Background: an optimization exercise with open tools, aiming at small area, a short achievable clock period and few clock cycles per item. Do not read the settings as production practice. In this exercise RTL edits were held to simulation tests only and were not proved equivalent to the original.

before:
==> flow/design.v (excerpt) <==
module octahedral_normal_encoder_unit #(
    parameter int COMP_WIDTH = 16
) (
    input  logic                         i_clk,
    input  logic                         i_rst_n,
    input  logic                         i_valid,
    output logic                         o_stall,
    input  logic signed [COMP_WIDTH-1:0] i_comp_x,
    input  logic signed [COMP_WIDTH-1:0] i_comp_y,
    input  logic signed [COMP_WIDTH-1:0] i_comp_z,
    output logic                         o_valid,
    input  logic                         i_stall,
    output logic [31:0]                  o_packed_oct,
    output logic                         o_zero_vector
);
Size in the first run: about 5600 cells after synthesis, about 87 I/O pins.
==> flow/config.mk <==
export PLATFORM = sky130hd
export DESIGN_NAME = octahedral_normal_encoder_unit
export DESIGN_NICKNAME = octahedral_normal_encoder_unit
export VERILOG_FILES = /design/flow/design.v
export SDC_FILE = /design/flow/constraint.sdc
export NUM_CORES = 4
export LEC_CHECK = 0
export CAP_MARGIN = 20
export CORE_MARGIN = 2
export CORE_UTILIZATION = 55
export CTS_BUF_LIST = sky130_fd_sc_hd__clkbuf_4 sky130_fd_sc_hd__clkbuf_8
export SETUP_SLACK_MARGIN = 2.0
export SLEW_MARGIN = 20
==> flow/constraint.sdc <==
create_clock -name core_clock -period 5.0 [get_ports {i_clk}]
set_input_delay 1.0000 -clock core_clock [delete_from_list [all_inputs] [get_ports {i_clk}]]
set_output_delay 1.0000 -clock core_clock [all_outputs]
set_load 0.01 [all_outputs]
run.sh (not shown) runs the stock make flow with config.mk's settings and CLKGATE_MAP_FILE= SYNTH_SCRIPT=/design/flow/synth_recipe.tcl, a recipe that flattens the netlist after the stock synthesis.
Testbench counts of before, summed over its fixed seeds: cycles 12,152, items 12,000.
Setup changes, before to after
--- a/flow/design.v
+++ b/flow/design.v
@@ -88,27 +88,22 @@
     localparam int LW = octne_pkg::LW;
     localparam int QB = octne_pkg::QBITS;
     localparam int RW = LW + 1;               
     localparam logic [QB-2:0] REGMASK = 14'b11_1111_1111_1111;
     localparam int REC = 3 + LW + 2 * (RW + QB);
     logic w_adv;              
-    logic r_hv, r_sv;         
-    logic w_push, w_pop;
+    logic r_hv;               
     logic w_fin_v;            
-    assign w_adv   = ~r_sv;
-    assign w_push  = w_adv & w_fin_v;
-    assign w_pop   = r_hv & ~i_stall;
-    assign o_stall = r_sv;
+    assign w_adv   = ~(r_hv & i_stall);
+    assign o_stall = ~w_adv;
     assign o_valid = r_hv;
     always_ff @(posedge i_clk) begin
         if (!i_rst_n) begin
-            r_hv  <= 1'b0;
-            r_sv  <= 1'b0;
-        end else begin
-            r_hv  <= (r_hv & ~w_pop) | r_sv | w_push;
-            r_sv  <= r_hv & ~w_pop & (r_sv | w_push);
+            r_hv <= 1'b0;
+        end else if (w_adv) begin
+            r_hv <= w_fin_v;
         end
     end
     logic                  w_sx, w_sy, w_sz;
     logic [COMP_WIDTH-1:0] n_ax, n_ay, n_az;
     logic [COMP_WIDTH-1:0] w_au, w_av;
     logic [COMP_WIDTH-1:0] n_cs, n_cl, n_cu, n_cv;
@@ -282,18 +277,15 @@
     always_comb begin
         n_u   = (w_c_u ? w_inc_u : ({1'b0, w_q_u} ^ w_m_u)) ^ {w_fold & w_nx, 15'd0};
         n_v   = (w_c_v ? w_inc_v : ({1'b0, w_q_v} ^ w_m_v)) ^ {w_fold & w_ny, 15'd0};
         w_fin = {w_zero, w_zero ? 32'd0 : {n_v, n_u}};
     end
     assign w_fin_v = w_vld[QB-1];
-    logic [32:0] r_skid, r_out;
-    always_ff @(posedge i_clk) begin
-        if (w_adv) begin
-            r_skid <= w_fin;
-        end
-        if (~r_hv | w_pop) begin
-            r_out <= r_sv ? r_skid : w_fin;
+    logic [32:0] r_out;
+    always_ff @(posedge i_clk) begin
+        if (w_adv) begin
+            r_out <= w_fin;
         end
     end
     assign o_packed_oct  = r_out[31:0];
     assign o_zero_vector = r_out[32];
 endmodule
Findings:
- Compared with before, after shows wire length reported by the detailed router that has gone up by a few percent.
- Delta(area of all sequential standard cells, after - before) < 0
- Per the comparison of after with before, final critical-path share of the clock period higher; fraction of area in registers lower.
- Number of buffers inserted by post-CTS setup repair: before and after compared, higher one is after
- Diff before and after: highest fanout seen on the critical path lower in after
- The non-clock inverter total of the final layout in after sits 42 above the value recorded for before.
- From before to after the numbers moved as follows: first-pass GRT wire length increased by 4.7 mm relative to the old numbers.
- Average cell area after synthesis: after vs before down 0.20 um2
Testbench counts of after, summed over its fixed seeds: cycles 12,152, items 12,000.

Another version of the RTL of octahedral_normal_encoder_unit (not shown whole).
For scale: roughly 5600 cells after synthesis, roughly 87 I/O pins, roughly 76000 µm² of cells after synthesis.
export LEC_CHECK = 0
export CAP_MARGIN = 20
export CORE_MARGIN = 2
export CORE_UTILIZATION = 40
export SETUP_SLACK_MARGIN = 2.0
export SLEW_MARGIN = 20
create_clock -name core_clock -period 5.0 [get_ports {i_clk}]
Testbench counts at the start, summed over its fixed seeds: cycles 12,152, items 12,000.
Change:
--- a/flow/design.v
+++ b/flow/design.v
@@ -102,72 +102,69 @@
     always_ff @(posedge i_clk) begin
         if (!i_rst_n) begin
             r_hv  <= 1'b0;
             r_sv  <= 1'b0;
         end else begin
             r_hv  <= (r_hv & ~w_pop) | r_sv | w_push;
             r_sv  <= r_hv & ~w_pop & (r_sv | w_push);
         end
     end
     logic                  w_sx, w_sy, w_sz;
     logic [COMP_WIDTH-1:0] n_ax, n_ay, n_az;
-    logic [COMP_WIDTH-1:0] r0_au, r0_av, r0_az;
+    logic [COMP_WIDTH-1:0] w_au, w_av;
+    logic [COMP_WIDTH-1:0] n_cs, n_cl, n_cu, n_cv;
+    logic [COMP_WIDTH-1:0] r0_cs, r0_cl, r0_cu, r0_cv;
     logic                  r0_nx, r0_ny, r0_fold, r0_v;
     assign w_sx = i_comp_x[COMP_WIDTH-1];
     assign w_sy = i_comp_y[COMP_WIDTH-1];
     assign w_sz = i_comp_z[COMP_WIDTH-1];
     octne_add #(.W(COMP_WIDTH)) u_abs_x (
         .i_a(i_comp_x ^ {COMP_WIDTH{w_sx}}), .i_b('0), .i_cin(w_sx), .o_s(n_ax));
     octne_add #(.W(COMP_WIDTH)) u_abs_y (
         .i_a(i_comp_y ^ {COMP_WIDTH{w_sy}}), .i_b('0), .i_cin(w_sy), .o_s(n_ay));
     octne_add #(.W(COMP_WIDTH)) u_abs_z (
         .i_a(i_comp_z ^ {COMP_WIDTH{w_sz}}), .i_b('0), .i_cin(w_sz), .o_s(n_az));
+    always_comb begin
+        w_au = w_sz ? n_ay : n_ax;
+        w_av = w_sz ? n_ax : n_ay;
+        n_cs = w_au ^ w_av ^ n_az;
+        n_cl = (w_au & w_av) | (w_au & n_az) | (w_av & n_az);
+        n_cu = (~w_au & w_av) | (~w_au & n_az) | (w_av & n_az);
+        n_cv = (w_au & ~w_av) | (w_au & n_az) | (~w_av & n_az);
+    end
     always_ff @(posedge i_clk) begin
         if (!i_rst_n) begin
             r0_v <= 1'b0;
         end else if (w_adv) begin
             r0_v <= i_valid;
         end
     end
     always_ff @(posedge i_clk) begin
         if (w_adv) begin
-            r0_au   <= w_sz ? n_ay : n_ax;
-            r0_av   <= w_sz ? n_ax : n_ay;
-            r0_az   <= n_az;
+            r0_cs   <= n_cs;
+            r0_cl   <= n_cl;
+            r0_cu   <= n_cu;
+            r0_cv   <= n_cv;
             r0_nx   <= w_sx;
             r0_ny   <= w_sy;
             r0_fold <= w_sz;
         end
     end
-    logic [COMP_WIDTH-1:0] w_cs_s, w_cs_c;
-    logic [LW:0]           w_su_s, w_su_c, w_sv_s, w_sv_c, w_nau, w_nav;
     logic [LW-1:0]         n_l1;
     logic [LW:0]           n_s_u, n_s_v;
-    always_comb begin
-        w_cs_s = r0_au ^ r0_av ^ r0_az;
-        w_cs_c = (r0_au & r0_av) | (r0_au & r0_az) | (r0_av & r0_az);
-        w_nau  = ~{2'b00, r0_au};
-        w_nav  = ~{2'b00, r0_av};
-        w_su_s = {2'b00, r0_av} ^ {2'b00, r0_az} ^ w_nau;
-        w_su_c = ({2'b00, r0_av} & {2'b00, r0_az}) | ({2'b00, r0_av} & w_nau)
-               | ({2'b00, r0_az} & w_nau);
-        w_sv_s = {2'b00, r0_au} ^ {2'b00, r0_az} ^ w_nav;
-        w_sv_c = ({2'b00, r0_au} & {2'b00, r0_az}) | ({2'b00, r0_au} & w_nav)
-               | ({2'b00, r0_az} & w_nav);
-    end
     octne_add #(.W(LW)) u_l1 (
-        .i_a({1'b0, w_cs_s}), .i_b({w_cs_c, 1'b0}), .i_cin(1'b0), .o_s(n_l1));
+        .i_a({1'b0, r0_cs}), .i_b({r0_cl, 1'b0}), .i_cin(1'b0), .o_s(n_l1));
     octne_add #(.W(LW+1)) u_su (
-        .i_a(w_su_s), .i_b({w_su_c[LW-1:0], 1'b0}), .i_cin(1'b1), .o_s(n_s_u));
+        .i_a({2'b11, ~r0_cs}), .i_b({1'b0, r0_cu, 1'b0}), .i_cin(1'b1), .o_s(n_s_u));
     octne_add #(.W(LW+1)) u_sv (
-        .i_a(w_sv_s), .i_b({w_sv_c[LW-1:0], 1'b0}), .i_cin(1'b1), .o_s(n_s_v));
+        .i_a({2'b11, ~r0_cs}), .i_b({1'b0, r0_cv, 1'b0}), .i_cin(1'b1), .o_s(n_s_v));
     logic [LW-1:0] ra_l1;
     logic [LW:0]   ra_s_u, ra_s_v;
     logic          ra_nx, ra_ny, ra_fold, ra_v;
     always_ff @(posedge i_clk) begin
         if (!i_rst_n) begin
             ra_v <= 1'b0;
         end else if (w_adv) begin
             ra_v <= r0_v;
         end
     end
     always_ff @(posedge i_clk) begin
- via count went down by 0.93%
- cell area went down by 1.4%
- global-route usage went up by 0.40 points
- non-clock buffer count went down by 73
- sequential share of layout area went up by 1.2 points
- worst setup slack improved by 0.48 ns
- critical path depth went down by 1
- clock-buffer cell count went up by 13
- first-iteration DRC count went up by 3.3%
- flip-flop and latch count went up by 16
Testbench counts after the change, summed over its fixed seeds: cycles 12,152, items 12,000.

octahedral_normal_encoder_unit, a different RTL version from the one above (not shown whole).
export LEC_CHECK = 0
export CAP_MARGIN = 20
export CORE_MARGIN = 2
export CORE_UTILIZATION = 55
export CTS_BUF_LIST = sky130_fd_sc_hd__clkbuf_4 sky130_fd_sc_hd__clkbuf_8
export SETUP_SLACK_MARGIN = 2.0
export SLEW_MARGIN = 20
export SYNTH_HIERARCHICAL = 1
export SYNTH_MINIMUM_KEEP_SIZE = 0
create_clock -name core_clock -period 5.0 [get_ports {i_clk}]
Testbench counts at the start, summed over its fixed seeds: cycles 12,152, items 12,000.
Then changed:
--- a/flow/design.v
+++ b/flow/design.v
@@ -31,37 +31,31 @@
         .i_cin (~s_v),
         .o_s   (o_rem_v)
     );
     assign o_low_u = {i_low_u[QB-2:0], ~o_rem_u[LW]};
     assign o_low_v = {i_low_v[QB-2:0], ~o_rem_v[LW]};
 endmodule
 module octne_add #(
-    parameter int W  = 16,
-    parameter int BW = W
+    parameter int W = 16
 ) (
     input  logic [W-1:0] i_a,
     input  logic [W-1:0] i_b,
     input  logic         i_cin,
     output logic [W-1:0] o_s
 );
     localparam int NL = (W >= 32) ? 6 : (W >= 16) ? 5 : (W >= 8) ? 4 : (W >= 4) ? 3 : 2;
     logic [W:0] g [0:NL];
     logic [W:0] p [0:NL];
     genvar i, l;
     generate
         assign g[0][0] = i_cin;
         assign p[0][0] = 1'b0;
         for (i = 0; i < W; i++) begin : g_pg
-            if (i < BW) begin : g_ab
-                assign g[0][i+1] = i_a[i] & i_b[i];
-                assign p[0][i+1] = i_a[i] ^ i_b[i];
-            end else begin : g_a
-                assign g[0][i+1] = 1'b0;
-                assign p[0][i+1] = i_a[i];
-            end
+            assign g[0][i+1] = i_a[i] & i_b[i];
+            assign p[0][i+1] = i_a[i] ^ i_b[i];
         end
         for (l = 0; l < NL; l++) begin : g_lvl
             for (i = 0; i <= W; i++) begin : g_node
                 if ((i >> l) & 1) begin : g_op
                     localparam int J = ((i >> l) << l) - 1;
                     assign g[l+1][i] = g[l][i] | (p[l][i] & g[l][J]);
                     assign p[l+1][i] = p[l][i] & p[l][J];
@@ -115,19 +109,19 @@
     logic [COMP_WIDTH-1:0] w_au, w_av;
     logic [COMP_WIDTH-1:0] n_cs, n_cl, n_cu, n_cv;
     logic [COMP_WIDTH-1:0] r0_cs, r0_cl, r0_cu, r0_cv;
     logic                  r0_nx, r0_ny, r0_fold, r0_v;
     assign w_sx = i_comp_x[COMP_WIDTH-1];
     assign w_sy = i_comp_y[COMP_WIDTH-1];
     assign w_sz = i_comp_z[COMP_WIDTH-1];
-    octne_add #(.W(COMP_WIDTH), .BW(0)) u_abs_x (
+    octne_add #(.W(COMP_WIDTH)) u_abs_x (
         .i_a(i_comp_x ^ {COMP_WIDTH{w_sx}}), .i_b('0), .i_cin(w_sx), .o_s(n_ax));
-    octne_add #(.W(COMP_WIDTH), .BW(0)) u_abs_y (
+    octne_add #(.W(COMP_WIDTH)) u_abs_y (
         .i_a(i_comp_y ^ {COMP_WIDTH{w_sy}}), .i_b('0), .i_cin(w_sy), .o_s(n_ay));
-    octne_add #(.W(COMP_WIDTH), .BW(0)) u_abs_z (
+    octne_add #(.W(COMP_WIDTH)) u_abs_z (
         .i_a(i_comp_z ^ {COMP_WIDTH{w_sz}}), .i_b('0), .i_cin(w_sz), .o_s(n_az));
     always_comb begin
         w_au = w_sz ? n_ay : n_ax;
         w_av = w_sz ? n_ax : n_ay;
         n_cs = w_au ^ w_av ^ n_az;
         n_cl = (w_au & w_av) | (w_au & n_az) | (w_av & n_az);
         n_cu = (~w_au & w_av) | (~w_au & n_az) | (w_av & n_az);
@@ -180,17 +174,17 @@
         end
     end
     logic [1:0]     w_k_u, w_k_v;
     logic [LW:0]    n_r1_u, n_r1_v;
     logic [REC-1:0] w_first;
     assign w_k_u = ra_s_u[QB+1:QB] + 2'd1;
     assign w_k_v = ra_s_v[QB+1:QB] + 2'd1;
-    octne_add #(.W(LW+1), .BW(2)) u_r1_u (
+    octne_add #(.W(LW+1)) u_r1_u (
         .i_a(~ra_s_u), .i_b({{(LW-1){1'b0}}, w_k_u}), .i_cin(1'b0), .o_s(n_r1_u));
-    octne_add #(.W(LW+1), .BW(2)) u_r1_v (
+    octne_add #(.W(LW+1)) u_r1_v (
         .i_a(~ra_s_v), .i_b({{(LW-1){1'b0}}, w_k_v}), .i_cin(1'b0), .o_s(n_r1_v));
     assign w_first = {ra_nx, ra_ny, ra_fold, ra_l1,
                       n_r1_u, ra_s_u[QB-1:1],
                       n_r1_v, ra_s_v[QB-1:1]};
     logic [REC-1:0] w_rec [0:QB-1];
     logic           w_vld [0:QB-1];
     logic [REC-1:0] r_first;
@@ -276,17 +270,17 @@
         w_tie_v = ~w_den[0] & (~(|w_rem_v) |
                   ~(|((w_rem_v ^ w_dx) ^ {(w_rem_v[RW-2:0] | w_dx[RW-2:0]), 1'b0})));
         w_m_u   = (w_nx & ~w_fold) ? 16'hffff : ((w_fold & ~w_nx) ? 16'h7fff : 16'h0000);
         w_m_v   = (w_ny & ~w_fold) ? 16'hffff : ((w_fold & ~w_ny) ? 16'h7fff : 16'h0000);
         w_c_u   = w_fold ? (w_tie_u ^ w_nx) : w_nx;
         w_c_v   = w_fold ? (w_tie_v ^ w_ny) : w_ny;
     end
-    octne_add #(.W(16), .BW(0)) u_out_u (
+    octne_add #(.W(16)) u_out_u (
         .i_a({1'b0, w_q_u} ^ w_m_u), .i_b('0), .i_cin(1'b1), .o_s(w_inc_u));
-    octne_add #(.W(16), .BW(0)) u_out_v (
+    octne_add #(.W(16)) u_out_v (
         .i_a({1'b0, w_q_v} ^ w_m_v), .i_b('0), .i_cin(1'b1), .o_s(w_inc_v));
     always_comb begin
         n_u   = (w_c_u ? w_inc_u : ({1'b0, w_q_u} ^ w_m_u)) ^ {w_fold & w_nx, 15'd0};
         n_v   = (w_c_v ? w_inc_v : ({1'b0, w_q_v} ^ w_m_v)) ^ {w_fold & w_ny, 15'd0};
         w_fin = {w_zero, w_zero ? 32'd0 : {n_v, n_u}};
     end
     assign w_fin_v = w_vld[QB-1];
=> Setup slack degrades by 0.029 ns; critical path depth rises by 2; final area rises by 4.5%; area after synthesis rises by 3.6%; cell count rises by 7.6%; core utilization rises by 0.32 points; register-to-register slack improves by 0.05 ns; first-iteration DRC count rises by 5.1%; die area rises by 3.6%; hold slack degrades by 0.022 ns; global-route usage rises by 0.22 points.
Testbench counts after the change, summed over its fixed seeds: cycles 12,152, items 12,000.

static timing again, ports no longer ideal:
No port has a modelled driver above. Below, the same layouts with a new extraction and two added sets of constraints. Step 1 (the two cells are an assumption about what drives the block):
set clk [get_ports {i_clk}]
set_driving_cell -lib_cell sky130_fd_sc_hd__clkbuf_16 $clk
set_driving_cell -lib_cell sky130_fd_sc_hd__buf_2 [delete_from_list [all_inputs] $clk]
Step 2 adds t to the input delays and takes it off the output delays; t is the mean of the earliest and latest rising clock arrival at the registers after step 1. Input paths then give back, and output paths get back, about the clock's delay inside the block. Three values: ideal ports, drivers, drivers and shift; two values: the first two.
run	shift t [ns]	slack for setup (ns)	worst hold slack (ns)	worst setup path after step 2	cell pins on the clock port's net
before	0.995	1.755 / 1.755 / 1.126	0.376 / 0.376 / 0.376	input to register	1
after	1.006	1.721 / 1.721 / 0.792	0.395 / 0.395 / 0.395	input to register	1
the first run of note 2	0.863	1.274 / 1.274 / 1.274	0.380 / 0.380 / 0.380	register to register	1
the second run of note 2	0.853	1.751 / 1.751 / 1.204	0.388 / 0.388 / 0.388	input to register	1
the first run of note 3	0.997	1.999 / 1.999 / 1.109	0.398 / 0.398 / 0.398	input to register	1
the second run of note 3	1.032	1.970 / 2.024 / 0.991	0.376 / 0.376 / 0.376	input to register	1
After both steps setup and hold are still met in every run listed. The setup slack of the second run of note 3, which loses most, moves by +0.054 ns with the drivers and by -0.979 ns with both steps.
